This design comes from an exercise in tuning for small area, a short achievable clock period and few clock cycles per item on the open sky130 flow, not from production work.
Function was checked by simulation only, so behaviour that the tests miss may differ from the original.

red:
## aes_inv_top
module aes_inv_top (
  input  logic                clk_sys,
  input  logic                rst_n,
  input  logic                req,
  input  logic [127:0]        cipher_text,
  input  logic [127:0]        key_last,
  output logic                ack,
  output logic [127:0]        plain_text
);
  logic [1:0]   busy_k;
  logic [1:0]   busy_d;
  logic         last_round;
  logic [127:0] key_prev;
  logic [127:0] state;
  logic [127:0] round_out;
  aes_inv_control u_control (
    .clk_sys     (clk_sys),
    .rst_n       (rst_n),
    .req         (req),
    .round_out   (round_out),
    .key_prev    (key_prev),
    .last_round  (last_round),
    .ack         (ack),
    .plain_text  (plain_text),
    .state       (state),
    .busy_k      (busy_k),
    .busy_d      (busy_d)
  );
  aes_inv_round u_round (
    .state       (state),
    .cipher_text (cipher_text),
    .key_last    (key_last),
    .busy        (busy_d),
    .round_out   (round_out)
  );
  aes_inv_key_sched u_key_sched (
    .clk_sys    (clk_sys),
    .key_last   (key_last),
    .busy       (busy_k),
    .key_prev   (key_prev),
    .last_round (last_round)
  );
endmodule
==> flow/config.mk <==
export PLATFORM = sky130hd
export DESIGN_NAME = aes_inv_top
export DESIGN_NICKNAME = aes_inv_top
export VERILOG_FILES = /design/flow/design.v
export SDC_FILE = /design/flow/constraint.sdc
export NUM_CORES = 4
export LEC_CHECK = 0
export CAP_MARGIN = 20
export CORE_MARGIN = 2
export CORE_UTILIZATION = 60
export CTS_BUF_LIST = sky130_fd_sc_hd__clkbuf_8
export SETUP_SLACK_MARGIN = 2.5
export SLEW_MARGIN = 20
==> flow/constraint.sdc <==
create_clock -name core_clock -period 8.0 [get_ports {clk_sys}]
set_input_delay 1.6000 -clock core_clock [delete_from_list [all_inputs] [get_ports {clk_sys}]]
set_output_delay 1.6000 -clock core_clock [all_outputs]
set_load 0.01 [all_outputs]
standard.sh (not shown) runs the stock make flow with config.mk's settings and CLKGATE_MAP_FILE= SYNTH_SCRIPT=/design/flow/synth_recipe.tcl, a recipe that flattens the netlist after the stock synthesis.
==> flow/flow/run.sh <==
#!/bin/bash
# Own layout flow: the standard layout (standard.sh, unchanged steps and
# settings), except that Yosys's ABC maps the logic with flow/abc.script
# instead of ORFS's abc_speed.script, and the port buffers that global
# placement inserts on every input and output are buf_1 cells, and timing-
# driven global placement weights the 30% most critical nets instead of 10%.
# Registers
# come from dfflibmap before ABC, so they are the standard synthesis's.
set -euo pipefail
W=$(pwd)
sed 's#log_cmd abc {\*}\$abc_args#log_cmd abc {*}[lreplace $abc_args 1 1 '"$W"'/flow/abc.script]#' \
  "$FLOW_HOME/scripts/synth.tcl" > "$W/flow_synth_orfs.tcl"
grep -q "flow/abc.script" "$W/flow_synth_orfs.tcl"
sed "s#\$::env(SCRIPTS_DIR)/synth.tcl#$W/flow_synth_orfs.tcl#" "$W/synth_recipe.tcl" > "$W/flow_synth.tcl"
grep -q "flow_synth_orfs.tcl" "$W/flow_synth.tcl"
bash standard.sh SYNTH_SCRIPT="$W/flow_synth.tcl" \
  "BUFFER_PORTS_ARGS=-buffer_cell sky130_fd_sc_hd__buf_1" \
  "GLOBAL_PLACEMENT_ARGS=-timing_driven_nets_percentage 30" finish > "$W/standard.log" 2>&1
==> flow/flow/abc.script <==
strash
dc2
resub -K 8
dc2
dch -f
map -a
topo
stime -c
buffer -c
upsize -c
dnsize -c
The flow ended early for red: it failed with a tool error in global routing.
Testbench counts of red, summed over its fixed seeds: cycles 4,216, blocks 384.
Modified inputs, blue compared to red
- SETUP_SLACK_MARGIN: 2.5 -> 2.0
- CORE_UTILIZATION: 60 -> 65
Notes after the runs:
blue against red: initial cell density of the core shows an increase of 5.1 points; complex-gate fraction of the synthesized area shows no meaningful change. Status for red and blue: no clean run. Status blue: flow complete, layout not clean - capacitance limit, slew limit. Run status, red: aborted in global routing, error GRT-0232. blue vs. red: weighted congestion reported at the end of routability-driven placement comparable, mean area per synthesized cell neither gained nor lost much, total placed cells including tap cells lower, placed standard-cell area fell 480 um2, pre-CTS worst setup slack shrank by 45 ps. Floorplan row count: blue < red. Number of buffers added for setup after CTS is higher on red. blue reports a lower horizontal extent of the die than red does. Detailed-placement wirelength estimate: red and blue compared, higher one is red.
The following lists how green was set up differently from blue:
- swapping 2.0 for 1.5 in SETUP_SLACK_MARGIN
- swapping 65 for 70 in CORE_UTILIZATION
Notes after the runs:
The final layout from green, which completed every stage, passed the timing, design-rule and antenna checks at the end of the flow. green has fmax above what blue had. Delta (green minus blue): final cell count fell by 416, period utilization lost 0.65 points. Between blue and green, wire length on met1 decreased. Min critical path depth across blue and green: blue. Re non-clock buffer count: green is about 40% down on blue.
> inputs changed (green -> orange)
- a change of CORE_UTILIZATION from 70 to 60
### Flow results
The run showing the smaller number of standard cells in the final layout excluding fillers is green. Taking green as the reference, in orange die boundary width higher; via count lower. Summary — met1 usage, orange relative to green: lower, by 4.7 points. Run comparison: green source of the critical timing path u_control.data_q[21]; orange source of the critical timing path u_control.data_q[64].
#### Input delta (purple over orange)
- swapping 60 for 65 in CORE_UTILIZATION
diff --git a/flow/flow/run.sh b/flow/flow/run.sh
--- a/flow/flow/run.sh
+++ b/flow/flow/run.sh
@@ -17,2 +17,2 @@
   "BUFFER_PORTS_ARGS=-buffer_cell sky130_fd_sc_hd__buf_1" \
-  "GLOBAL_PLACEMENT_ARGS=-timing_driven_nets_percentage 30" finish > "$W/standard.log" 2>&1
+  "GLOBAL_PLACEMENT_ARGS=-timing_driven_nets_percentage 50" finish > "$W/standard.log" 2>&1
### Flow results
Worst setup slack: purple > orange. From orange to purple the numbers moved as follows: global-route usage climbed 3.4 points, number of well taps down 85. The via count reported for purple is higher than the one for orange. Sum of net half-perimeters after detailed placement: purple vs orange down about 0.6%. Final cell area: purple below orange. On purple: setup skew after layout is 34 ps higher than what orange gave.

## v22
aes_inv_top again, from the RTL that the note above started with.
clock: 8.0 ns
lec_check: 0
cap_margin: 20
core_margin: 2
core_utilization: 65
cts_buf_list: sky130_fd_sc_hd__clkbuf_8
setup_slack_margin: 1.5
slew_margin: 20
==> flow/flow/run.sh <==
#!/bin/bash
# Own layout flow: the standard layout (standard.sh, unchanged steps and
# settings), except that Yosys's ABC maps the logic with flow/abc.script
# instead of ORFS's abc_speed.script, and the port buffers that global
# placement inserts on every input and output are buf_1 cells, and timing-
# driven global placement weights the 30% most critical nets instead of 10%.
# Registers
# come from dfflibmap before ABC, so they are the standard synthesis's.
set -euo pipefail
W=$(pwd)
sed 's#log_cmd abc {\*}\$abc_args#log_cmd abc {*}[lreplace $abc_args 1 1 '"$W"'/flow/abc.script]#' \
  "$FLOW_HOME/scripts/synth.tcl" > "$W/flow_synth_orfs.tcl"
grep -q "flow/abc.script" "$W/flow_synth_orfs.tcl"
sed "s#\$::env(SCRIPTS_DIR)/synth.tcl#$W/flow_synth_orfs.tcl#" "$W/synth_recipe.tcl" > "$W/flow_synth.tcl"
grep -q "flow_synth_orfs.tcl" "$W/flow_synth.tcl"
bash standard.sh SYNTH_SCRIPT="$W/flow_synth.tcl" \
  "BUFFER_PORTS_ARGS=-buffer_cell sky130_fd_sc_hd__buf_1" \
  "GLOBAL_PLACEMENT_ARGS=-timing_driven_nets_percentage 30" finish > "$W/standard.log" 2>&1
Scripts as last shown in full above: flow/flow/abc.script
Testbench counts of v22, summed over its fixed seeds: cycles 4,216, blocks 384.
Changes in v21 relative to v22:
diff --git a/flow/flow/run.sh b/flow/flow/run.sh
--- a/flow/flow/run.sh
+++ b/flow/flow/run.sh
@@ -6 +6 @@
-# driven global placement weights the 30% most critical nets instead of 10%.
+# driven global placement weights the 50% most critical nets instead of 10%.
@@ -18 +18 @@
-  "GLOBAL_PLACEMENT_ARGS=-timing_driven_nets_percentage 30" finish > "$W/standard.log" 2>&1
+  "GLOBAL_PLACEMENT_ARGS=-timing_driven_nets_percentage 50" finish > "$W/standard.log" 2>&1
## What came out
v21: no failed stages, no open violations at the end
Sequential portion of the cell area of v21 is on par with v22.
Between v21 and v22, the register-to-register slack figures differ only marginally.
Global-route usage over all layers | v21 above v22
Reported for v21 and v22, diode insertion count for antenna repair turned out identical to the last digit.
The setup slack number comes out lower for v22 vs v21.
Of v21 and v22, v21 shows the higher count of clock-net buffers in the final layout, with v22 below it.
Setup changes, v21 to v7
Settings: removing SETUP_SLACK_MARGIN (formerly 1.5).
diff --git a/flow/flow/run.sh b/flow/flow/run.sh
--- a/flow/flow/run.sh
+++ b/flow/flow/run.sh
@@ -6 +6 @@
-# driven global placement weights the 50% most critical nets instead of 10%.
+# driven global placement weights the 30% most critical nets instead of 10%.
@@ -18 +18 @@
-  "GLOBAL_PLACEMENT_ARGS=-timing_driven_nets_percentage 50" finish > "$W/standard.log" 2>&1
+  "GLOBAL_PLACEMENT_ARGS=-timing_driven_nets_percentage 30" finish > "$W/standard.log" 2>&1
[summary]
- v21 and v7 all finish clean.
- [v7] area growth from synthesis to final layout fell 3.4 points relative to v21
- v7 vs. v21: clock-buffer cell count now sits lower; worst-case reg-to-reg path depth now sits higher; total routing resource utilization after global routing now sits lower.
The following lists how v52 was set up differently from v7:
Settings: setting SETUP_SLACK_MARGIN to 1.75 for the first time.
==> comparison <==
In v52, the area added between synthesis and finish came out 8.8 points above the value in v7. Taking v7 as the reference, in v52 antenna diode count now sits lower, number of cells traversed by the worst register-to-register path now sits higher, setup slack now sits higher, area fraction in compound gates after synthesis now sits at about the same level. Share of the clock period used by the worst path after layout ends up higher on v7. v7 finished every step from synthesis to the final layout, and the layout passed the timing, design-rule and antenna checks. v52 went all the way through synthesis, placement and routing and the layout is clean on timing, DRC and antenna. Per the comparison of v52 with v7, number of standard cells in the layout, taps in and fillers out rose by 164; post-route cell area went up.

## afterwards: timing with drivers on the ports
No port has a modelled driver above. Below, the same layouts with a new extraction and two added sets of constraints. Step 1 assumes that a clkbuf_16 drives the clock port and a buf_2 every other input. Step 2, shift: input delay + t, output delay - t, t = (earliest + latest rising clock arrival at the registers) / 2. This alone moves slack from input paths to output paths. Three values: ideal ports, drivers, drivers and shift; two values: the first two.
run	t (ns)	setup slack, ns	worst hold slack (ns)
blue	0.734	1.691 / 1.691 / 1.384	0.457 / 0.457 / 0.457
green	0.740	1.743 / 1.743 / 1.145	0.478 / 0.478 / 0.478
orange	0.732	1.728 / 1.728 / 1.078	0.464 / 0.464 / 0.464
purple	0.736	1.749 / 1.749 / 1.078	0.469 / 0.469 / 0.469
v22	0.731	1.742 / 1.742 / 1.093	0.471 / 0.471 / 0.471
v21	0.736	1.749 / 1.749 / 1.078	0.469 / 0.469 / 0.469
v7	0.735	1.309 / 1.309 / 0.628	0.468 / 0.468 / 0.468
v52	0.731	1.900 / 1.900 / 1.227	0.470 / 0.470 / 0.470
For v7, which loses most, drivers alone change the setup slack by 0.000 ns; drivers and shift together by -0.681 ns.
